This is an optimization exercise on Yosys and OpenROAD, whose aim is small area and a short achievable clock period, not a production implementation.
Only simulation tests tie the RTL to the original design; equivalence was not proved.
Power is estimated from default activity; no workload was simulated.

--- flow/config.mk ---
export PLATFORM = sky130hd
export DESIGN_NAME = ex_stage
export DESIGN_NICKNAME = ex_stage
export VERILOG_FILES = /design/flow/design.v
export SDC_FILE = /design/flow/constraint.sdc
export NUM_CORES = 4
export LEC_CHECK = 0
export CAP_MARGIN = 20
export CORE_MARGIN = 2
export CORE_UTILIZATION = 40
export SETUP_SLACK_MARGIN = 2.8
export SLEW_MARGIN = 20
--- flow/constraint.sdc ---
create_clock -name core_clock -period 5.0 [get_ports {clk}]
set_input_delay 1.0000 -clock core_clock [delete_from_list [all_inputs] [get_ports {clk}]]
set_output_delay 1.0000 -clock core_clock [all_outputs]
set_load 0.01 [all_outputs]
--- flow/design.v ---
`default_nettype none
package exec_pkg;
    localparam int XLEN = 32;
    typedef logic [XLEN-1:0] xlen_t;
    localparam logic [6:0] OPC_OP     = 7'b0110011;
    localparam logic [6:0] OPC_OP_IMM = 7'b0010011;
    localparam logic [6:0] OPC_LUI    = 7'b0110111;
    localparam logic [6:0] OPC_AUIPC  = 7'b0010111;
    localparam logic [6:0] OPC_BRANCH = 7'b1100011;
    localparam logic [6:0] OPC_JAL    = 7'b1101111;
    localparam logic [6:0] OPC_JALR   = 7'b1100111;
endpackage
`default_nettype wire
`default_nettype none
module ex_issue (
    input  logic        clk,
    input  logic        rst_n,
    input  logic        flush,
    input  logic        in_valid,
    input  logic [6:0]  in_opcode,
    input  logic [4:0]  in_rd,
    input  logic [2:0]  in_funct3,
    input  logic [6:0]  in_funct7,
    input  logic [31:0] in_imm,
    input  logic [31:0] in_pc,
    input  logic [31:0] in_rs1_val,
    input  logic [31:0] in_rs2_val,
    output logic        iss_valid,
    output logic [31:0] iss_a,
    output logic [31:0] iss_b,
    output logic [31:0] iss_pc,
    output logic [4:0]  iss_rd,
    output logic        iss_add,
    output logic        iss_sub,
    output logic        iss_sll,
    output logic        iss_sr,
    output logic        iss_cmp,
    output logic        iss_mod,
    output logic        iss_lx,
    output logic        iss_la,
    output logic        iss_link,
    output logic        iss_br,
    output logic        iss_eq,
    output logic        iss_lt,
    output logic        iss_beq,
    output logic        iss_blt,
    output logic        iss_binv
);
    logic is_op, is_opimm, is_lui, is_auipc, is_br, is_jal, is_jalr, is_alu;
    logic eq, lt;
    logic [2:0] f3;
    logic [6:2] op;
    logic p_alu, p_op, sub, sel_pc, sel_sh, sel_rs1;
    logic [31:0] rs1_rev;
    logic        sh_fill;
    logic [1:0]  shamt;
    logic [31:0] sh_src, sh16, sh8;
    assign f3       = in_funct3;
    assign is_op    = (in_opcode == exec_pkg::OPC_OP);
    assign is_opimm = (in_opcode == exec_pkg::OPC_OP_IMM);
    assign is_lui   = (in_opcode == exec_pkg::OPC_LUI);
    assign is_auipc = (in_opcode == exec_pkg::OPC_AUIPC);
    assign is_br    = (in_opcode == exec_pkg::OPC_BRANCH);
    assign is_jal   = (in_opcode == exec_pkg::OPC_JAL);
    assign is_jalr  = (in_opcode == exec_pkg::OPC_JALR);
    assign is_alu   = is_op | is_opimm;
    assign op      = in_opcode[6:2];
    assign p_alu   = !op[6] & !op[2];
    assign p_op    = p_alu & op[5];
    assign sub     = p_alu & ((!f3[2] & f3[1]) |
                              ((f3 == 3'b000) & op[5] & in_funct7[5]));
    assign sel_pc  = op[6] ? (op[3] | !op[2]) : (!op[5] & op[2]);
    assign sel_sh  = p_alu & (f3[1:0] == 2'b01);
    assign sel_rs1 = (p_alu & (f3[1:0] != 2'b01)) | (op[6] & !op[3] & op[2]);
    always_comb begin
        for (int i = 0; i < 32; i++) begin
            rs1_rev[i] = in_rs1_val[31-i];
        end
    end
    assign shamt   = p_op ? in_rs2_val[4:3] : in_imm[4:3];
    assign sh_fill = f3[2] & in_funct7[5] & in_rs1_val[31];
    assign sh_src  = (f3[2] ? in_rs1_val : rs1_rev);
    assign sh16    = shamt[1] ? {{16{sh_fill}}, sh_src[31:16]} : sh_src;
    assign sh8     = shamt[0] ? {{8{sh_fill}}, sh16[31:8]} : sh16;
    branch_unit i_branch (
        .rs1    (in_rs1_val),
        .rs2    (in_rs2_val),
        .uns    (f3[1]),
        .eq     (eq),
        .lt     (lt)
    );
    always_ff @(posedge clk or negedge rst_n) begin
        if (!rst_n) begin
            iss_valid <= 1'b0;
        end else begin
            iss_valid <= in_valid && !flush;
        end
    end
    always_ff @(posedge clk) begin
        iss_a    <= ({32{sel_pc}} & in_pc) | ({32{sel_sh}} & sh8) |
                    ({32{sel_rs1}} & in_rs1_val);
        iss_b    <= (p_op ? in_rs2_val : in_imm) ^ {32{sub}};
        iss_pc   <= in_pc;
        iss_rd   <= in_rd;
        iss_add  <= (is_alu & (f3 == 3'b000)) | is_lui | is_auipc;
        iss_sub  <= sub;
        iss_sll  <= is_alu & (f3 == 3'b001);
        iss_sr   <= is_alu & (f3 == 3'b101);
        iss_cmp  <= is_alu & (f3[2:1] == 2'b01);
        iss_mod  <= f3[2] ? in_funct7[5] : (f3[1] & f3[0]);
        iss_lx   <= is_alu & f3[2] & !f3[0];
        iss_la   <= is_alu & f3[2] & f3[1];
        iss_link <= is_jal | is_jalr;
        iss_br   <= is_br;
        iss_eq   <= eq;
        iss_lt   <= lt;
        iss_beq  <= is_br & (f3[2:1] == 2'b00);
        iss_blt  <= is_br & f3[2];
        iss_binv <= f3[0];
    end
endmodule
`default_nettype wire
`default_nettype none
module int_alu (
    input  logic [31:0] a,
    input  logic [31:0] b,
    input  logic [31:0] pc,
    input  logic        op_add,
    input  logic        op_sub,
    input  logic        op_sll,
    input  logic        op_sr,
    input  logic        op_cmp,
    input  logic        op_mod,
    input  logic        op_lx,
    input  logic        op_la,
    input  logic        op_link,
    input  logic        op_br,
    output logic [31:0] rd_val,
    output logic [31:0] jump_pc
);
    logic [31:0] sum;
    logic        cout;
    logic        lt;
    logic [31:0] sh_out;
    logic [31:0] sh_rev;
    logic        fill;
    logic [31:0] link;
    add32 i_add (
        .a    (a),
        .b    (b),
        .cin  (op_sub),
        .s    (sum),
        .cout (cout)
    );
    assign lt = op_mod ? !cout : ((a[31] ^ !b[31]) ? a[31] : sum[31]);
    assign fill   = op_mod & a[31];
    assign sh_out = 32'($signed({fill, a}) >>> b[2:0]);
    always_comb begin
        for (int i = 0; i < 32; i++) begin
            sh_rev[i] = sh_out[31-i];
        end
    end
    inc30 i_inc (
        .a (pc[31:2]),
        .s (link[31:2])
    );
    assign link[1:0] = pc[1:0];
    assign rd_val = ({32{op_add}} & sum) |
                    ({32{op_sr}} & sh_out) |
                    ({32{op_sll}} & sh_rev) |
                    {31'd0, op_cmp & lt} |
                    ({32{op_lx}} & (a ^ b)) |
                    ({32{op_la}} & (a & b)) |
                    ({32{op_link}} & link);
    assign jump_pc = ({32{op_br}} & sum) |
                     ({32{op_link}} & {sum[31:1], 1'b0});
endmodule
module add32(input [31:0] a, b, input cin, output [31:0] s, output cout);
  logic [31:0] p0, G;
  always_comb begin
    logic [31:0] g, p;
    g = a & b; p = a ^ b;
    p0 = p;
    g[0] = g[0] | (p[0] & cin);
    for (int l = 1; l < 32; l = l*2)
      for (int i = 0; i < 32; i++)
        if ((i / l) % 2 == 1) begin
          g[i] = g[i] | (p[i] & g[(i/l)*l - 1]);
          p[i] = p[i] & p[(i/l)*l - 1];
        end
    G = g;
  end
  assign s[0] = p0[0] ^ cin;
  for (genvar i = 1; i < 32; i++) assign s[i] = p0[i] ^ G[i-1];
  assign cout = G[31];
endmodule
module inc30 (
    input  logic [29:0] a,
    output logic [29:0] s
);
    logic [29:0] t;    
    always_comb begin
        t = a;
        for (int l = 1; l < 30; l = l * 2) begin
            for (int i = 29; i >= l; i--) begin
                if ((i / l) % 2 == 1) begin
                    t[i] = t[i] & t[(i / l) * l - 1];
                end
            end
        end
    end
    assign s = a ^ {t[28:0], 1'b1};
endmodule
`default_nettype wire
`default_nettype none
module branch_unit (
    input  logic [31:0] rs1,
    input  logic [31:0] rs2,
    input  logic        uns,
    output logic        eq,
    output logic        lt
);
    logic [30:0] gt_b;    
    logic [30:0] lt_b;    
    logic        lt_lo;   
    logic        eq_lo;
    logic        sd;      
    assign gt_b = rs1[30:0] & ~rs2[30:0];
    assign lt_b = ~rs1[30:0] & rs2[30:0];
    always_comb begin
        logic [31:0] l, e;
        for (int i = 0; i < 31; i++) begin
            l[i] = lt_b[i];
            e[i] = !(gt_b[i] | lt_b[i]);
        end
        l[31] = 1'b0;
        e[31] = 1'b1;
        for (int w = 1; w < 32; w = w * 2) begin
            for (int i = 0; i < 32; i += 2 * w) begin
                l[i] = l[i + w] | (e[i + w] & l[i]);
                e[i] = e[i + w] & e[i];
            end
        end
        lt_lo = l[0];
        eq_lo = e[0];
    end
    assign sd = rs1[31] ^ rs2[31];
    assign eq = eq_lo & !sd;
    assign lt = sd ? (uns ? rs2[31] : rs1[31]) : lt_lo;
endmodule
`default_nettype wire
`default_nettype none
module ex_result (
    input  logic        clk,
    input  logic        rst_n,
    input  logic        flush,
    input  logic        iss_valid,
    input  logic [4:0]  rd,
    input  logic        rd_we,
    input  logic [31:0] rd_val,
    input  logic [31:0] pc,
    input  logic        jump,
    input  logic [31:0] jump_pc,
    input  logic        illegal,
    output logic        out_valid,
    output logic [4:0]  out_rd,
    output logic        out_rd_we,
    output logic [31:0] out_rd_val,
    output logic [31:0] out_pc,
    output logic        out_jump,
    output logic [31:0] out_jump_pc,
    output logic        out_illegal
);
    always_ff @(posedge clk or negedge rst_n) begin
        if (!rst_n) begin
            out_valid <= 1'b0;
        end else begin
            out_valid <= iss_valid && !flush;
        end
    end
    always_ff @(posedge clk) begin
        out_rd      <= rd;
        out_rd_we   <= rd_we;
        out_rd_val  <= rd_val;
        out_pc      <= pc;
        out_jump    <= jump;
        out_jump_pc <= jump_pc;
        out_illegal <= illegal;
    end
endmodule
`default_nettype wire
`default_nettype none
module ex_top (
    input  logic        clk,
    input  logic        rst_n,
    input  logic        flush,
    input  logic        in_valid,
    input  logic [6:0]  in_opcode,
    input  logic [4:0]  in_rd,
    input  logic [2:0]  in_funct3,
    input  logic [6:0]  in_funct7,
    input  logic [31:0] in_imm,
    input  logic [31:0] in_pc,
    input  logic [31:0] in_rs1_val,
    input  logic [31:0] in_rs2_val,
    output logic        out_valid,
    output logic [4:0]  out_rd,
    output logic        out_rd_we,
    output logic [31:0] out_rd_val,
    output logic [31:0] out_pc,
    output logic        out_jump,
    output logic [31:0] out_jump_pc,
    output logic        out_illegal
);
    logic        iss_valid;
    logic [31:0] iss_a, iss_b, iss_pc;
    logic [4:0]  iss_rd;
    logic        iss_add, iss_sub, iss_sll, iss_sr, iss_cmp, iss_mod;
    logic        iss_lx, iss_la, iss_link, iss_br;
    logic        iss_eq, iss_lt, iss_beq, iss_blt, iss_binv;
    logic        jump;
    logic [31:0] rd_val, jump_pc;
    logic        illegal, rd_we;
    ex_issue i_issue (
        .clk        (clk),
        .rst_n      (rst_n),
        .flush      (flush),
        .in_valid   (in_valid),
        .in_opcode  (in_opcode),
        .in_rd      (in_rd),
        .in_funct3  (in_funct3),
        .in_funct7  (in_funct7),
        .in_imm     (in_imm),
        .in_pc      (in_pc),
        .in_rs1_val (in_rs1_val),
        .in_rs2_val (in_rs2_val),
        .iss_valid  (iss_valid),
        .iss_a      (iss_a),
        .iss_b      (iss_b),
        .iss_pc     (iss_pc),
        .iss_rd     (iss_rd),
        .iss_add    (iss_add),
        .iss_sub    (iss_sub),
        .iss_sll    (iss_sll),
        .iss_sr     (iss_sr),
        .iss_cmp    (iss_cmp),
        .iss_mod    (iss_mod),
        .iss_lx     (iss_lx),
        .iss_la     (iss_la),
        .iss_link   (iss_link),
        .iss_br     (iss_br),
        .iss_eq     (iss_eq),
        .iss_lt     (iss_lt),
        .iss_beq    (iss_beq),
        .iss_blt    (iss_blt),
        .iss_binv   (iss_binv)
    );
    int_alu i_alu (
        .a       (iss_a),
        .b       (iss_b),
        .pc      (iss_pc),
        .op_add  (iss_add),
        .op_sub  (iss_sub),
        .op_sll  (iss_sll),
        .op_sr   (iss_sr),
        .op_cmp  (iss_cmp),
        .op_mod  (iss_mod),
        .op_lx   (iss_lx),
        .op_la   (iss_la),
        .op_link (iss_link),
        .op_br   (iss_br),
        .rd_val  (rd_val),
        .jump_pc (jump_pc)
    );
    assign illegal = !(iss_add | iss_sll | iss_sr | iss_cmp | iss_lx | iss_la |
                       iss_link | iss_br);
    assign jump    = iss_link |
                     (((iss_beq & iss_eq) | (iss_blt & iss_lt)) ^ (iss_binv & (iss_beq | iss_blt)));
    assign rd_we   = !illegal && !iss_br && (iss_rd != 5'd0);
    ex_result i_result (
        .clk         (clk),
        .rst_n       (rst_n),
        .flush       (flush),
        .iss_valid   (iss_valid),
        .rd          (iss_rd),
        .rd_we       (rd_we),
        .rd_val      (rd_val),
        .pc          (iss_pc),
        .jump        (jump),
        .jump_pc     (jump_pc),
        .illegal     (illegal),
        .out_valid   (out_valid),
        .out_rd      (out_rd),
        .out_rd_we   (out_rd_we),
        .out_rd_val  (out_rd_val),
        .out_pc      (out_pc),
        .out_jump    (out_jump),
        .out_jump_pc (out_jump_pc),
        .out_illegal (out_illegal)
    );
endmodule
`default_nettype wire
`default_nettype none
module ex_stage (
    input  logic        clk,
    input  logic        rst_n,
    input  logic        flush,
    input  logic        in_valid,
    input  logic [6:0]  in_opcode,
    input  logic [4:0]  in_rd,
    input  logic [2:0]  in_funct3,
    input  logic [6:0]  in_funct7,
    input  logic [31:0] in_imm,
    input  logic [31:0] in_pc,
    input  logic [31:0] in_rs1_val,
    input  logic [31:0] in_rs2_val,
    output logic        out_valid,
    output logic [4:0]  out_rd,
    output logic        out_rd_we,
    output logic [31:0] out_rd_val,
    output logic [31:0] out_pc,
    output logic        out_jump,
    output logic [31:0] out_jump_pc,
    output logic        out_illegal
);
    ex_top i_ex_top (
        .clk         (clk),
        .rst_n       (rst_n),
        .flush       (flush),
        .in_valid    (in_valid),
        .in_opcode   (in_opcode),
        .in_rd       (in_rd),
        .in_funct3   (in_funct3),
        .in_funct7   (in_funct7),
        .in_imm      (in_imm),
        .in_pc       (in_pc),
        .in_rs1_val  (in_rs1_val),
        .in_rs2_val  (in_rs2_val),
        .out_valid   (out_valid),
        .out_rd      (out_rd),
        .out_rd_we   (out_rd_we),
        .out_rd_val  (out_rd_val),
        .out_pc      (out_pc),
        .out_jump    (out_jump),
        .out_jump_pc (out_jump_pc),
        .out_illegal (out_illegal)
    );
endmodule
`default_nettype wire
--- flow/flow/run.sh ---
#!/bin/bash
# ORFS's synthesis as synth_recipe.tcl runs it (same registers), except that
# the full/half adder extraction is skipped and ABC maps with
# flow/abc.script; then the standard layout, with plain buf_1 cells as port
# buffers, clock tree clusters of up to 24 sinks under clkbuf_16 cells, and
# no gate cloning in timing repair.
set -euo pipefail
W=$PWD
{
  cat <<EOT
proc extract_fa {args} {}
proc abc {args} {
  set i [lsearch -exact \$args -script]
  lset args [expr {\$i + 1}] $W/flow/abc.script
  yosys abc {*}\$args
}
EOT
  cat synth_recipe.tcl
} > synth_custom.tcl
bash standard.sh SYNTH_SCRIPT=$W/synth_custom.tcl synth > synth.log 2>&1
SKIP_GATE_CLONING=1 CTS_ARGS="-sink_clustering_enable -repair_clock_nets -buf_list sky130_fd_sc_hd__clkbuf_16 -sink_clustering_size 24 -sink_clustering_max_diameter 120 -dont_use_dummy_load" BUFFER_PORTS_ARGS="-buffer_cell sky130_fd_sc_hd__buf_1" bash standard.sh finish > layout.log 2>&1
--- flow/flow/abc.script ---
strash
dch
map -B 0.9
topo
stime -c
buffer -c
upsize -c
dnsize -c
--- flow/standard.sh ---
#!/bin/bash
# synth_recipe.tcl (not shown) runs the flow's synth.tcl, then flattens the netlist and writes it again
# the make line also repeats each setting of config.mk as NAME=value (left out here)
make -C /OpenROAD-flow-scripts/flow DESIGN_CONFIG=/design/flow/config.mk WORK_HOME=/design/flow/orfs CLKGATE_MAP_FILE= SYNTH_SCRIPT=/design/flow/synth_recipe.tcl "${@:-finish}"
==> results of run 1 <==
[state kept, by name (all words and copies together), names as in the netlist, 5 cells and up]
signal	count
i_ex_top.i_result.out_rd	5
i_ex_top.i_result.out_jump_pc	32
i_ex_top.i_issue.iss_b	32
i_ex_top.i_issue.iss_rd	5
i_ex_top.i_result.out_rd_val	32
i_ex_top.i_result.out_pc	32
i_ex_top.i_issue.iss_a	32
i_ex_top.i_issue.iss_pc	32
[power by group through the flow]
stage | combinational, W | clock, W | sequential [W]
finish | 0.00123 | 0.00102 | 0.00200
global route | 0.00135 | 0.00111 | 0.00200
CTS | 0.00114 | 0.00105 | 0.00199
detailed placement | 0.00110 | 0 | 0.00203
global placement | 0.00109 | 0 | 0.00203
floorplan | 0.000784 | 0 | 0.00198
[metal layers]
metal | up-vias | routed length (um) | GRT usage
li1 | 6433 | - | -
met1 | 6026 | 21800 | 0.419
met2 | 565 | 21000 | 0.459
met3 | 49 | 3610 | 0.0243
met4 | 0 | 876 | 0.0654
met5 | - | 0 | 0
[stage by stage]
stage / area [um2] / utilization / worst slack, ps
floorplan: 12200 / - / 2730
global placement: 13400 / 0.451 / 1480
detailed placement: 13400 / 0.451 / 1410
CTS: 14100 / 0.473 / 2800
global route: 14600 / 0.489 / 2710
finish: 14600 / 0.489 / 2780
[path summary, 6_finish.rpt]
| check | start | end | slack (ps) |
|---|---|---|---|
| worst max register to register | i_ex_top.i_issue.iss_pc[19] | i_ex_top.i_result.out_rd_val[28] | 2850 |
| worst min register to register | i_ex_top.i_issue.iss_rd[0] | i_ex_top.i_result.out_rd[0] | 350 |
| worst min-delay path | rst_n | i_ex_top.i_issue.iss_valid | 270 |
| worst max-delay path | in_funct3[2] | i_ex_top.i_issue.iss_a[3] | 2780 |
| min in group core_clock | i_ex_top.i_issue.iss_rd[0] | i_ex_top.i_result.out_rd[0] | 350 |
| max in group asynchronous | rst_n | i_ex_top.i_result.out_valid | 4610 |
[area by class of cell]
cell class,instances,area share
Inverter,186,0.0502
Tap cell,390,0.0335
Clock buffer,13,0.0223
Sequential cell,222,0.307
Timing Repair Buffer,305,0.104
Multi-Input combinational cell,1335,0.483
[logic make-up (layout without fill, tap and decap cells)]
group | after synthesis | in the layout | synth area share
AND/OR/NAND/NOR | 932 | 932 | 0.328
AO/OA/AOI/OAI | 337 | 337 | 0.171
buffers and inverters | 262 | 504 | 0.0856
flip-flops | 222 | 222 | 0.366
XOR/XNOR | 57 | 57 | 0.0423
multiplexers | 9 | 9 | 0.00741
[what timing repair did]
action,in CTS,in global routing
endpoints found under the setup margin,123,93
resized for setup,38,95
setup buffers,23,13
pin swaps,3,21
[cells in the final DEF, fill, tap and decap left out, types with 16 or more instances in the layout]
cell type  synthesis  routed
nand2_1          490     486
buf_1              9     249
dfxtp_1          220     213
nor2_1           212     197
inv_1            168     163
nand3_1          144     140
o21ai_0          123     109
o211ai_1          56      56
xor2_1            48      47
a21oi_1           57      46
buf_4              2      32
nor2_2             9      20
nor3_1            19      18
o21ai_1           15      16
==> impl_metrics.env, run 1 <==
export IMPL_layout_nets=2217
export IMPL_multi_input_area_um2=7040
export IMPL_p_seq_frac=0.469
export IMPL_max_freq_mhz=451
export IMPL_reg2reg_depth=11
export IMPL_postCtsHoldBufs=0
export IMPL_synth_edf_count=0
export IMPL_grt_first_pass_wirelength_mm=68.7
export IMPL_p_comb_frac=0.290
export IMPL_grt_max_degree=53
export IMPL_ir_worst_vdd_mv=0.157
export IMPL_tns_ps=0
export IMPL_drive_above_1_share=0.103
export IMPL_vias=13100
export IMPL_h_tree_depth=1
export IMPL_synthDistinctLibCells=56
export IMPL_synthFlopType="dfxtp_1"
export IMPL_drt_pass1_iterations=6
export IMPL_cts_tree="done"
export IMPL_drt_iter0_markers=1191
export IMPL_yosysWarnings=6
export IMPL_path_delay_family="compound AO/OA/AOI/OAI gates"
export IMPL_placementRows=63
export IMPL_holdWs_ps=274
export IMPL_yosys_register_bits=222
export IMPL_synth_async_reset_ratio=0.00901
export IMPL_max_slew_worst_pin_slew_ps=830
export IMPL_yosysTopAreaCellShare=0.362
export IMPL_syn_inst=1819
export IMPL_crit_fanout=52
export IMPL_syn_cell_area_um2=12200
export IMPL_max_cap_viol_count=0
export IMPL_p_leak_nw=6.34
export IMPL_antenna_found_initial=0
export IMPL_post_place_cells=2402
export IMPL_fin_crit_sh=0.443
export IMPL_crit_required_ps=5370
export IMPL_port_buffers=252
export IMPL_max_stage_delay_ps=710
export IMPL_synth_top_area_cell="dfxtp_1"
export IMPL_hpwl_mm=36.5
export IMPL_synth_cells_most_frequent="nand2_1, dfxtp_1, nor2_1"
export IMPL_power_total_w=0.00425
export IMPL_vias_per_cell=5.33
export IMPL_ys_seq_area_frac=0.366
export IMPL_die_w_um=178
export IMPL_syn_nets=1973
export IMPL_clock_sinks=222
export IMPL_setup_viol=0
export IMPL_wl_per_cell_um=19.3
export IMPL_grt_usage=0.287
export IMPL_path_buf_inv=2
export IMPL_p_sw_frac=0.356
export IMPL_status="finished clean"
export IMPL_clk_pin_slew_ps=90
export IMPL_arrival_ps=2580
export IMPL_io_pins=259
export IMPL_antenna_cells=0
export IMPL_drcViolationCount=0
export IMPL_clockBufferDepth=3
export IMPL_finalClockSkew_ps=44.5
export IMPL_cp_num_cells=7
export IMPL_numCtsBuffers=13
export IMPL_critPathCaptureType="flip-flop"
export IMPL_n_fill_cell=3109
export IMPL_cp_cell_sequence="clkbuf_2 -> buf_6 -> o21ai_0 -> a21oi_2 -> nand2_1 -> nand3_1 -> o211ai_1"
export IMPL_syn_avg_cell_area_um2=6.68
export IMPL_coreArea_um2=29800
export IMPL_maxSlewHeadroom=0.441
export IMPL_drtAntennaViolNets=0
export IMPL_routabilityCongestion=0.934
export IMPL_grt_pass1_vias=11800
export IMPL_die_h_um=178
export IMPL_die_area_um2=31800
export IMPL_period_needed_ps=2220
export IMPL_startpoint_type="input port"
export IMPL_start_util=0.408
export IMPL_final_cells=2451
export IMPL_rsz0062_at_grt="true"
export IMPL_synthTopCellsByArea="dfxtp_1, nand2_1, nor2_1"
export IMPL_powerDensity_nw_per_um2=292
export IMPL_yosysMostFrequentCell="nand2_1"
export IMPL_maxSlewViolCount=0
export IMPL_cts_root_buffer="clkbuf_16"
export IMPL_p_int_w=0.00274
export IMPL_switching_power_w=0.00151
export IMPL_clkPwrFrac=0.241
export IMPL_hold_viol_final=0
export IMPL_crit_slowest_cell="o21ai_0"
export IMPL_hp_class="in2async"
export IMPL_syn2layout_area_growth_pct=19.8
export IMPL_clkLatencyLatePin_ps=490
export IMPL_drt_wl_total_mm=47.3
export IMPL_crit_type="in2reg"
export IMPL_grt_overflow=0
export IMPL_register_area_um2=4470
==> run 2: changes to the inputs <==
--- a/flow/config.mk
+++ b/flow/config.mk
@@ -8,5 +8,5 @@
 export CAP_MARGIN = 20
 export CORE_MARGIN = 2
-export CORE_UTILIZATION = 40
+export CORE_UTILIZATION = 45
 export SETUP_SLACK_MARGIN = 2.8
 export SLEW_MARGIN = 20
==> impl_metrics.env, run 2 <==
export IMPL_status="finished clean"
export IMPL_p_sw_frac=0.352
export IMPL_period_needed_ps=2160
export IMPL_max_freq_mhz=464
export IMPL_drt_iter0_markers=1122
export IMPL_antenna_cells=0
export IMPL_crit_required_ps=5380
export IMPL_switching_power_w=0.00148
export IMPL_synth_top_area_cell="dfxtp_1"
export IMPL_syn2layout_area_growth_pct=17.9
export IMPL_start_util=0.455
export IMPL_wl_per_cell_um=19.0
export IMPL_max_stage_delay_ps=290
export IMPL_clk_pin_slew_ps=90
export IMPL_cts_tree="done"
export IMPL_drt_pass1_iterations=7
export IMPL_clkPwrFrac=0.244
export IMPL_ys_seq_area_frac=0.366
export IMPL_routabilityCongestion=0.945
export IMPL_antenna_found_initial=0
export IMPL_layout_common_cells="nand2_1, buf_1, dfxtp_1, nor2_1, inv_1"
export IMPL_arrival_ps=2530
export IMPL_io_pins=259
export IMPL_maxSlewViolCount=0
export IMPL_critPathCaptureType="flip-flop"
export IMPL_vias_per_cell=5.38
export IMPL_startpoint_type="input port"
export IMPL_clkLatencyLatePin_ps=490
export IMPL_synth_async_reset_ratio=0.00901
export IMPL_finalClockSkew_ps=44.2
export IMPL_syn_inst=1819
export IMPL_max_cap_viol_count=0
export IMPL_crit_type="in2reg"
export IMPL_layout_nets=2212
export IMPL_grt_pass1_vias=11600
export IMPL_h_tree_depth=1
export IMPL_synth_edf_count=0
export IMPL_routed_top_layer="met4"
export IMPL_placementRows=60
export IMPL_grt_first_pass_wirelength_mm=66.7
export IMPL_fin_crit_sh=0.431
export IMPL_synthTopCellsByArea="dfxtp_1, nand2_1, nor2_1"
export IMPL_p_comb_frac=0.284
export IMPL_setup_viol=0
export IMPL_p_seq_frac=0.471
export IMPL_rsz0062_at_grt="true"
export IMPL_grt_max_degree=53
export IMPL_port_buffers=252
export IMPL_n_fill_cell=2773
export IMPL_synthFlopType="dfxtp_1"
export IMPL_crit_slowest_cell="a221o_1"
export IMPL_clockBufferDepth=3
export IMPL_drcViolationCount=0
export IMPL_syn_nets=1973
export IMPL_wl_met1_mm=21.1
export IMPL_yosys_register_bits=222
export IMPL_tns_ps=0
export IMPL_power_total_w=0.00421
export IMPL_synth_cells_most_frequent="nand2_1, dfxtp_1, nor2_1"
export IMPL_hold_viol_final=0
export IMPL_die_w_um=168
export IMPL_yosysTopAreaCellShare=0.362
export IMPL_yosysMostFrequentCell="nand2_1"
export IMPL_ir_worst_vdd_mv=0.171
export IMPL_mostFrequentLayoutCell="nand2_1"
export IMPL_syn_cell_area_um2=12200
export IMPL_p_leak_nw=6.33
export IMPL_grt_overflow=0
export IMPL_coreArea_um2=26700
export IMPL_drtAntennaViolNets=0
export IMPL_detailroute_wirelength_met2_mm=19.8
export IMPL_die_h_um=168
export IMPL_crit_fanout=25
export IMPL_dr_wl_met3_mm=3.47
export IMPL_postCtsHoldBufs=0
export IMPL_hpwl_mm=35.2
export IMPL_maxSlewHeadroom=0.501
export IMPL_drive_above_1_share=0.0934
export IMPL_syn_avg_cell_area_um2=6.68
export IMPL_drt_wl_total_mm=45.6
export IMPL_vias=12900
export IMPL_powerDensity_nw_per_um2=294
export IMPL_die_area_um2=28300
export IMPL_synthDistinctLibCells=56
export IMPL_max_slew_worst_pin_slew_ps=730
export IMPL_numCtsBuffers=13
export IMPL_cp_cell_sequence="clkbuf_2 -> nor2_4 -> inv_2 -> nor2_8 -> or2_2 -> o21ai_4 -> buf_12 -> clkinv_8 -> nand2_1 -> nand2_4 -> a21oi_2 -> a221o_1"
export IMPL_yosysWarnings=6
export IMPL_hp_class="in2async"
export IMPL_p_int_w=0.00273
export IMPL_cts_root_buffer="clkbuf_16"
export IMPL_grt_usage=0.307
export IMPL_clock_sinks=222
[run 2: cell counts after synthesis]
Identical to the previous run, type by type.
[run 2: path summary, 6_finish.rpt]
path	startpoint	to	slack, ps	depth (start not counted)
setup / recovery	in_opcode[2]	i_ex_top.i_issue.iss_a[25]	2840	12
hold / removal	rst_n	i_ex_top.i_issue.iss_valid	280	1
setup reg to reg	i_ex_top.i_issue.iss_b[13]	i_ex_top.i_result.out_rd_val[31]	2920	11
hold reg to reg	i_ex_top.i_issue.iss_pc[0]	i_ex_top.i_result.out_pc[0]	340	0
max in group asynchronous	rst_n	i_ex_top.i_result.out_valid	4590	1
min in group core_clock	i_ex_top.i_issue.iss_pc[0]	i_ex_top.i_result.out_pc[0]	340	0
[run 2: logic make-up (layout without fill, tap and decap cells)]
group	after synthesis	count (layout)	synth area share
compound gates	337	337	0.171
xor+xnor	57	57	0.0423
buf+inv	262	499	0.0856
flops	222	222	0.366
mux	9	9	0.00741
simple gates	932	932	0.328
[run 2: cell type report]
class,instances,area [um2],area share
inverter,186,732,0.0511
multi-input combinational,1335,6890,0.481
timing repair buffer,300,1490,0.104
clock buffer,13,325,0.0227
tap,341,427,0.0298
sequential,222,4470,0.312
[run 2: stage by stage]
| step | area [um2] | setup slack, ps | util | instances | hold WS (ps) |
|---|---|---|---|---|---|
| after floorplan | 12200 | 2730 | - | 1819 | 331 |
| after CTS | 14000 | 2790 | 0.525 | 2384 | 266 |
| after detailed placement | 13400 | 1400 | 0.500 | 2353 | 339 |
| final | 14300 | 2840 | 0.536 | 2397 | 276 |
| after global placement | 13400 | 1390 | 0.500 | 2353 | 335 |
| after global routing | 14300 | 2770 | 0.536 | 2397 | 261 |
[run 2: power groups by stage]
| stage | registers [W] | clock network, W | logic [W] |
|---|---|---|---|
| 2_1_floorplan | 0.00198 | 0 | 0.000784 |
| 3_3_place_gp | 0.00202 | 0 | 0.00108 |
| 3_5_place_dp | 0.00202 | 0 | 0.00109 |
| 4_1_cts | 0.00198 | 0.00105 | 0.00113 |
| 5_1_grt | 0.00199 | 0.00111 | 0.00133 |
| 6_report | 0.00199 | 0.00103 | 0.00120 |
[run 2: timing repair]
action                                  CTS  global route
gates resized for setup                  35            51
endpoints found under the setup margin  113            99
setup buffers                            18            13
pin swaps                                 5             9
hold endpoints to repair                  0             0
[run 2: per-layer routing]
layer,global-route usage,vias to the layer above
met5,0,-
met4,0.0900,0
met3,0.0376,78
met2,0.473,591
met1,0.448,5809
li1,-,6416
[run 2: critical path, delay by kind of cell]
kind            cells  cell delay, ps
compound gates      3             410
simple gates        5             670
buf+inv             4             460
==> run 3: changes to the inputs <==
--- a/flow/config.mk
+++ b/flow/config.mk
@@ -9,4 +9,4 @@
 export CORE_MARGIN = 2
 export CORE_UTILIZATION = 45
-export SETUP_SLACK_MARGIN = 2.8
+export SETUP_SLACK_MARGIN = 2.75
 export SLEW_MARGIN = 20
==> impl_metrics.env, run 3 <==
export IMPL_ys_seq_area_frac=0.366
export IMPL_yosys_register_bits=222
export IMPL_grt_usage=0.303
export IMPL_hpwl_mm=34.6
export IMPL_final_util=0.532
export IMPL_grt_max_degree=54
export IMPL_setup_viol=0
export IMPL_clock_sinks=222
export IMPL_grt_overflow=0
export IMPL_syn2layout_area_growth_pct=17.0
export IMPL_numCtsBuffers=13
export IMPL_clkLatencyLatePin_ps=490
export IMPL_clk_pin_slew_ps=90
export IMPL_yosysWarnings=6
export IMPL_synth_top_area_cell="dfxtp_1"
export IMPL_start_util=0.455
export IMPL_powerDensity_nw_per_um2=296
export IMPL_arrival_ps=2560
export IMPL_drt_pass1_iterations=6
export IMPL_clockBufferDepth=3
export IMPL_synth_edf_count=0
export IMPL_path_delay_family="compound AO/OA/AOI/OAI gates"
export IMPL_status="finished clean"
export IMPL_path_buf_inv=3
export IMPL_critPathCaptureType="flip-flop"
export IMPL_maxSlewHeadroom=0.552
export IMPL_vias=13000
export IMPL_die_area_um2=28300
export IMPL_max_freq_mhz=452
export IMPL_antenna_cells=0
export IMPL_drcViolationCount=0
export IMPL_maxSlewViolCount=0
export IMPL_cts_tree="done"
export IMPL_die_w_um=168
export IMPL_synthTopCellsByArea="dfxtp_1, nand2_1, nor2_1"
export IMPL_synthDistinctLibCells=56
export IMPL_drt_iter0_markers=1342
export IMPL_grt_first_pass_wirelength_mm=66.4
export IMPL_hold_viol_final=0
export IMPL_ir_worst_vdd_mv=0.167
export IMPL_cts_root_buffer="clkbuf_16"
export IMPL_period_needed_ps=2210
export IMPL_p_leak_nw=6.29
export IMPL_crit_fanout=12
export IMPL_max_slew_worst_pin_slew_ps=665
export IMPL_yosysTopAreaCellShare=0.362
export IMPL_grt_pass1_vias=11600
export IMPL_port_buffers=252
export IMPL_layout_nets=2210
export IMPL_tns_ps=0
export IMPL_h_tree_depth=1
export IMPL_routabilityCongestion=0.962
export IMPL_syn_cell_area_um2=12200
export IMPL_syn_inst=1819
export IMPL_wl_per_cell_um=18.8
export IMPL_yosysMostFrequentCell="nand2_1"
export IMPL_cp_cell_sequence="buf_1 -> nor2_1 -> o21ai_2 -> clkinvlp_4 -> buf_4 -> o211ai_1"
export IMPL_die_h_um=168
export IMPL_synthFlopType="dfxtp_1"
export IMPL_io_pins=259
export IMPL_drive_above_1_share=0.0837
export IMPL_drtAntennaViolNets=0
export IMPL_vias_per_cell=5.42
export IMPL_r2r_setup_slack_ps=2790
export IMPL_hp_class="in2async"
export IMPL_rsz0062_at_grt="false"
export IMPL_coreArea_um2=26700
export IMPL_fin_crit_sh=0.442
export IMPL_mostFrequentLayoutCell="nand2_1"
export IMPL_synth_cells_most_frequent="nand2_1, dfxtp_1, nor2_1"
export IMPL_layout_common_cells="nand2_1, buf_1, dfxtp_1, nor2_1, inv_1"
export IMPL_crit_type="in2reg"
export IMPL_crit_required_ps=5350
export IMPL_drt_wl_total_mm=45.0
export IMPL_postCtsHoldBufs=0
export IMPL_n_fill_cell=2786
export IMPL_startpoint_type="input port"
export IMPL_syn_avg_cell_area_um2=6.68
export IMPL_crit_slowest_cell="o21ai_2"
export IMPL_syn_nets=1973
export IMPL_synth_async_reset_ratio=0.00901
export IMPL_placementRows=60
export IMPL_max_cap_viol_count=0
export IMPL_antenna_found_initial=0
export IMPL_max_stage_delay_ps=470
export IMPL_finalClockSkew_ps=40.9
[run 3: cell counts after synthesis]
Identical to the previous run, type by type.
[run 3: metal layers]
metal / part of all wire / GRT usage
met5: 0 / 0
met4: 0.023 / 0.0686
met3: 0.078 / 0.0308
met2: 0.44 / 0.483
met1: 0.46 / 0.443
[run 3: timing repair]
action	CTS	global route
setup buffers	15	16
pin swaps	4	13
endpoints found under the setup margin	101	77
gates resized for setup	20	47
[run 3: cell type report]
class | count | area (um2) | share of cell area
inverters | 186 | 732 | 0.0515
flip-flops and latches | 222 | 4460 | 0.314
well taps | 341 | 427 | 0.0300
clock buffers | 13 | 325 | 0.0229
multi-input cells | 1335 | 6820 | 0.479
repair buffers | 298 | 1460 | 0.103
[run 3: path summary, 6_finish.rpt]
check | end | startpoint | depth (start not counted)
worst min register to register | i_ex_top.i_result.out_rd[2] | i_ex_top.i_issue.iss_rd[2] | 0
min in group core_clock | i_ex_top.i_result.out_rd[2] | i_ex_top.i_issue.iss_rd[2] | 0
worst max-delay path | i_ex_top.i_issue.iss_a[8] | in_funct3[1] | 6
worst min-delay path | i_ex_top.i_issue.iss_valid | rst_n | 1
max in group asynchronous | i_ex_top.i_result.out_valid | rst_n | 1
worst max register to register | i_ex_top.i_result.out_rd_val[9] | i_ex_top.i_issue.iss_a[7] | 9
[run 3: kinds of logic after synthesis]
| logic type | share of synthesized area |
|---|---|
| AND/OR/NAND/NOR | 0.328 |
| XOR/XNOR | 0.0423 |
| buffers and inverters | 0.0856 |
| flip-flops | 0.366 |
| multiplexers | 0.00741 |
| AO/OA/AOI/OAI | 0.171 |
[run 3: metrics by stage]
step | power [W] | hold slack, ps | setup WS [ps] | std cells | cell area (um2)
final | 0.00420 | 274 | 2790 | 2395 | 14200
after global routing | 0.00442 | 272 | 2730 | 2395 | 14200
after CTS | 0.00415 | 260 | 2750 | 2379 | 13900
after detailed placement | 0.00311 | 338 | 1370 | 2351 | 13400
after global placement | 0.00310 | 335 | 1420 | 2351 | 13400
after floorplan | 0.00276 | 331 | 2730 | 1819 | 12200
[run 3: report_power, final]
| part | switching, W | internal, W |
|---|---|---|
| sequential | 0.000116 | 0.00187 |
| clock | 0.000565 | 0.000467 |
| combinational | 0.000795 | 0.000388 |
| total | 0.00147 | 0.00273 |
==> run 4: changes to the inputs <==
==> flow/flow/run.sh (replaced) <==
#!/bin/bash
# ORFS's synthesis as synth_recipe.tcl runs it (same registers), except that
# the full/half adder extraction is skipped and ABC maps with
# flow/abc.script; then the standard layout, with plain buf_1 cells as port
# buffers, clock tree clusters of up to 24 sinks under clkbuf_16 cells, and
# no gate cloning or last-gasp pass in timing repair.
set -euo pipefail
W=$PWD
{
  cat <<EOT
proc extract_fa {args} {}
proc abc {args} {
  set i [lsearch -exact \$args -script]
  lset args [expr {\$i + 1}] $W/flow/abc.script
  yosys abc {*}\$args
}
EOT
  cat synth_recipe.tcl
} > synth_custom.tcl
bash standard.sh SYNTH_SCRIPT=$W/synth_custom.tcl synth > synth.log 2>&1
SKIP_GATE_CLONING=1 SKIP_LAST_GASP=1 CTS_ARGS="-sink_clustering_enable -repair_clock_nets -buf_list sky130_fd_sc_hd__clkbuf_16 -sink_clustering_size 24 -sink_clustering_max_diameter 120 -dont_use_dummy_load" BUFFER_PORTS_ARGS="-buffer_cell sky130_fd_sc_hd__buf_1" bash standard.sh finish > layout.log 2>&1
--- a/flow/config.mk
+++ b/flow/config.mk
@@ -9,4 +9,4 @@
 export CORE_MARGIN = 2
 export CORE_UTILIZATION = 45
-export SETUP_SLACK_MARGIN = 2.75
+export SETUP_SLACK_MARGIN = 2.8
 export SLEW_MARGIN = 20
==> impl_metrics.env, run 4 <==
export IMPL_syn_cell_area_um2=12200
export IMPL_syn2layout_area_growth_pct=17.9
export IMPL_setup_viol=0
export IMPL_clock_sinks=222
export IMPL_clk_pin_slew_ps=90
export IMPL_wl_per_cell_um=19.0
export IMPL_period_needed_ps=2160
export IMPL_grt_overflow=0
export IMPL_hp_class="in2async"
export IMPL_yosysMostFrequentCell="nand2_1"
export IMPL_synthDistinctLibCells=56
export IMPL_numCtsBuffers=13
export IMPL_vias_per_cell=5.38
export IMPL_arrival_ps=2530
export IMPL_antenna_cells=0
export IMPL_crit_fanout=25
export IMPL_die_h_um=168
export IMPL_status="finished clean"
export IMPL_reg2reg_to="i_ex_top.i_result.out_rd_val[31]"
export IMPL_ir_worst_vdd_mv=0.171
export IMPL_clockBufferDepth=3
export IMPL_drt_pass1_iterations=7
export IMPL_fin_crit_sh=0.431
export IMPL_coreArea_um2=26700
export IMPL_grt_usage=0.307
export IMPL_maxSlewHeadroom=0.501
export IMPL_rsz0062_at_grt="true"
export IMPL_start_util=0.455
export IMPL_yosysTopAreaCellShare=0.362
export IMPL_mostFrequentLayoutCell="nand2_1"
export IMPL_yosysWarnings=6
export IMPL_max_cap_viol_count=0
export IMPL_max_freq_mhz=464
export IMPL_maxSlewViolCount=0
export IMPL_syn_nets=1973
export IMPL_postCtsHoldBufs=0
export IMPL_drt_wl_total_mm=45.6
export IMPL_h_tree_depth=1
export IMPL_antenna_found_initial=0
export IMPL_p_leak_nw=6.33
export IMPL_clkLatencyLatePin_ps=490
export IMPL_startpoint_type="input port"
export IMPL_reg2reg_depth=11
export IMPL_grt_first_pass_wirelength_mm=66.7
export IMPL_synth_edf_count=0
export IMPL_port_buffers=252
export IMPL_max_slew_worst_pin_slew_ps=730
export IMPL_rr_startpoint="i_ex_top.i_issue.iss_b[13]"
export IMPL_hold_viol_final=0
export IMPL_synthTopCellsByArea="dfxtp_1, nand2_1, nor2_1"
export IMPL_critPathCaptureType="flip-flop"
export IMPL_layout_common_cells="nand2_1, buf_1, dfxtp_1, nor2_1, inv_1"
export IMPL_cts_root_buffer="clkbuf_16"
export IMPL_crit_type="in2reg"
export IMPL_synthFlopType="dfxtp_1"
export IMPL_syn_inst=1819
export IMPL_routabilityCongestion=0.945
export IMPL_drcViolationCount=0
export IMPL_grt_pass1_vias=11600
export IMPL_die_w_um=168
export IMPL_tns_ps=0
export IMPL_powerDensity_nw_per_um2=294
export IMPL_r2r_setup_slack_ps=2920
export IMPL_cts_tree="done"
export IMPL_drt_iter0_markers=1122
export IMPL_drive_above_1_share=0.0934
export IMPL_layout_nets=2212
export IMPL_ys_seq_area_frac=0.366
export IMPL_syn_avg_cell_area_um2=6.68
export IMPL_hpwl_mm=35.2
export IMPL_synth_cells_most_frequent="nand2_1, dfxtp_1, nor2_1"
export IMPL_vias=12900
export IMPL_grt_max_degree=53
export IMPL_crit_required_ps=5380
export IMPL_placementRows=60
export IMPL_die_area_um2=28300
export IMPL_synth_async_reset_ratio=0.00901
export IMPL_synth_top_area_cell="dfxtp_1"
export IMPL_power_total_w=0.00421
export IMPL_io_pins=259
export IMPL_yosys_register_bits=222
export IMPL_drtAntennaViolNets=0
export IMPL_finalClockSkew_ps=44.2
## run 4: cell count changes in the layout (fill, tap and decap cells not counted), moves of 3 or more
cell / before / now
xor2_2: 0 / 3
o21ai_1: 24 / 15
buf_1: 250 / 247
clkbuf_2: 0 / 4
dfxtp_1: 216 / 212
o21ai_0: 106 / 115
## run 4: logic make-up after synthesis
family                 after synthesis  synth area share
flip-flops                         222             0.366
buffers and inverters              262            0.0856
AND/OR/NAND/NOR                    932             0.328
XOR/XNOR                            57            0.0423
AO/OA/AOI/OAI                      337             0.171
multiplexers                         9           0.00741
## run 4: timing repair
item | CTS | global route
cloned | 0 | 0
setup buffers | 18 | 13
endpoints found under the setup margin | 113 | 99
gates resized for setup | 35 | 51
pin swaps | 5 | 9
## run 4: metal layers
metal / part of all wire / global-route usage / up-vias
met4: 0.027 / 0.0900 / 0
met5: 0 / 0 / -
met2: 0.44 / 0.473 / 591
met1: 0.46 / 0.448 / 5809
met3: 0.076 / 0.0376 / 78
li1: - / - / 6416
## run 4: how the worst max path moves through the flow
stage | startpoint | to | slack, ps | cells past startpoint
floorplan | in_opcode[6] | i_ex_top.i_issue.iss_a[25] | 2730 | 10
global placement | in_opcode[6] | i_ex_top.i_issue.iss_a[15] | 1390 | 11
detailed placement | in_opcode[6] | i_ex_top.i_issue.iss_a[15] | 1400 | 11
CTS | in_opcode[2] | i_ex_top.i_issue.iss_a[21] | 2790 | 12
global route | i_ex_top.i_issue.iss_b[0] | i_ex_top.i_result.out_rd_val[25] | 2770 | 12
finish | in_opcode[2] | i_ex_top.i_issue.iss_a[25] | 2840 | 12
## run 4: area by class of cell
class	instances	area, um2
Fill cell	2773	12400
Multi-Input combinational cell	1335	6890
Sequential cell	222	4470
Timing Repair Buffer	300	1490
Inverter	186	732
Tap cell	341	427
Clock buffer	13	325
## run 4: power breakdown
part | internal, W | switching, W | total, W
Combinational | 0.000393 | 0.000805 | 0.00120
Sequential | 0.00187 | 0.000115 | 0.00199
Clock | 0.000467 | 0.000563 | 0.00103
Total | 0.00273 | 0.00148 | 0.00421
## run 4: through the flow
| step | hold slack (ps) | area (um2) | setup slack (ps) | util | cells |
|---|---|---|---|---|---|
| final | 276 | 14300 | 2840 | 0.536 | 2397 |
| after global routing | 261 | 14300 | 2770 | 0.536 | 2397 |
| after CTS | 266 | 14000 | 2790 | 0.525 | 2384 |
| after detailed placement | 339 | 13400 | 1400 | 0.500 | 2353 |
| after global placement | 335 | 13400 | 1390 | 0.500 | 2353 |
| after floorplan | 331 | 12200 | 2730 | - | 1819 |
## run 4: critical path: stages
cell and delay [ps]:
clkbuf_2 130, nor2_4 130, inv_2 90, nor2_8 150, or2_2 160, o21ai_4 80
buf_12 140, clkinv_8 100, nand2_1 100, nand2_4 130, a21oi_2 40, a221o_1 290

-- port drivers added, routing unchanged --
How much do the figures lean on ideal ports? The routed layouts below were timed once more, with nothing changed but the port constraints. Step 1 sets driving cells, clkbuf_16 on the clock port and buf_2 on the other inputs (assumed; they add their load-dependent delay and slew). Step 2 adds t to the input delays and takes it off the output delays; t is the mean of the earliest and latest rising clock arrival at the registers after step 1. Input paths then give back, and output paths get back, about the clock's delay inside the block. a / b / c = ideal ports / drivers / drivers and shift; a / b = the first two.
run | t (ns) | slack for setup (ns) | worst data-port slew with drivers (ns) | pins driven straight from the clock port
run 1 | 0.524 | 2.783 / 2.795 / 2.271 | 0.06 | 1
run 2 | 0.520 | 2.844 / 2.872 / 2.352 | 0.05 | 1
run 3 | 0.522 | 2.788 / 2.792 / 2.293 | 0.05 | 1
run 4 | 0.520 | 2.844 / 2.872 / 2.352 | 0.05 | 1
After both steps every run listed still meets setup and hold. The setup slack of run 1, which loses most, moves by +0.012 ns with the drivers and by -0.512 ns with both steps.
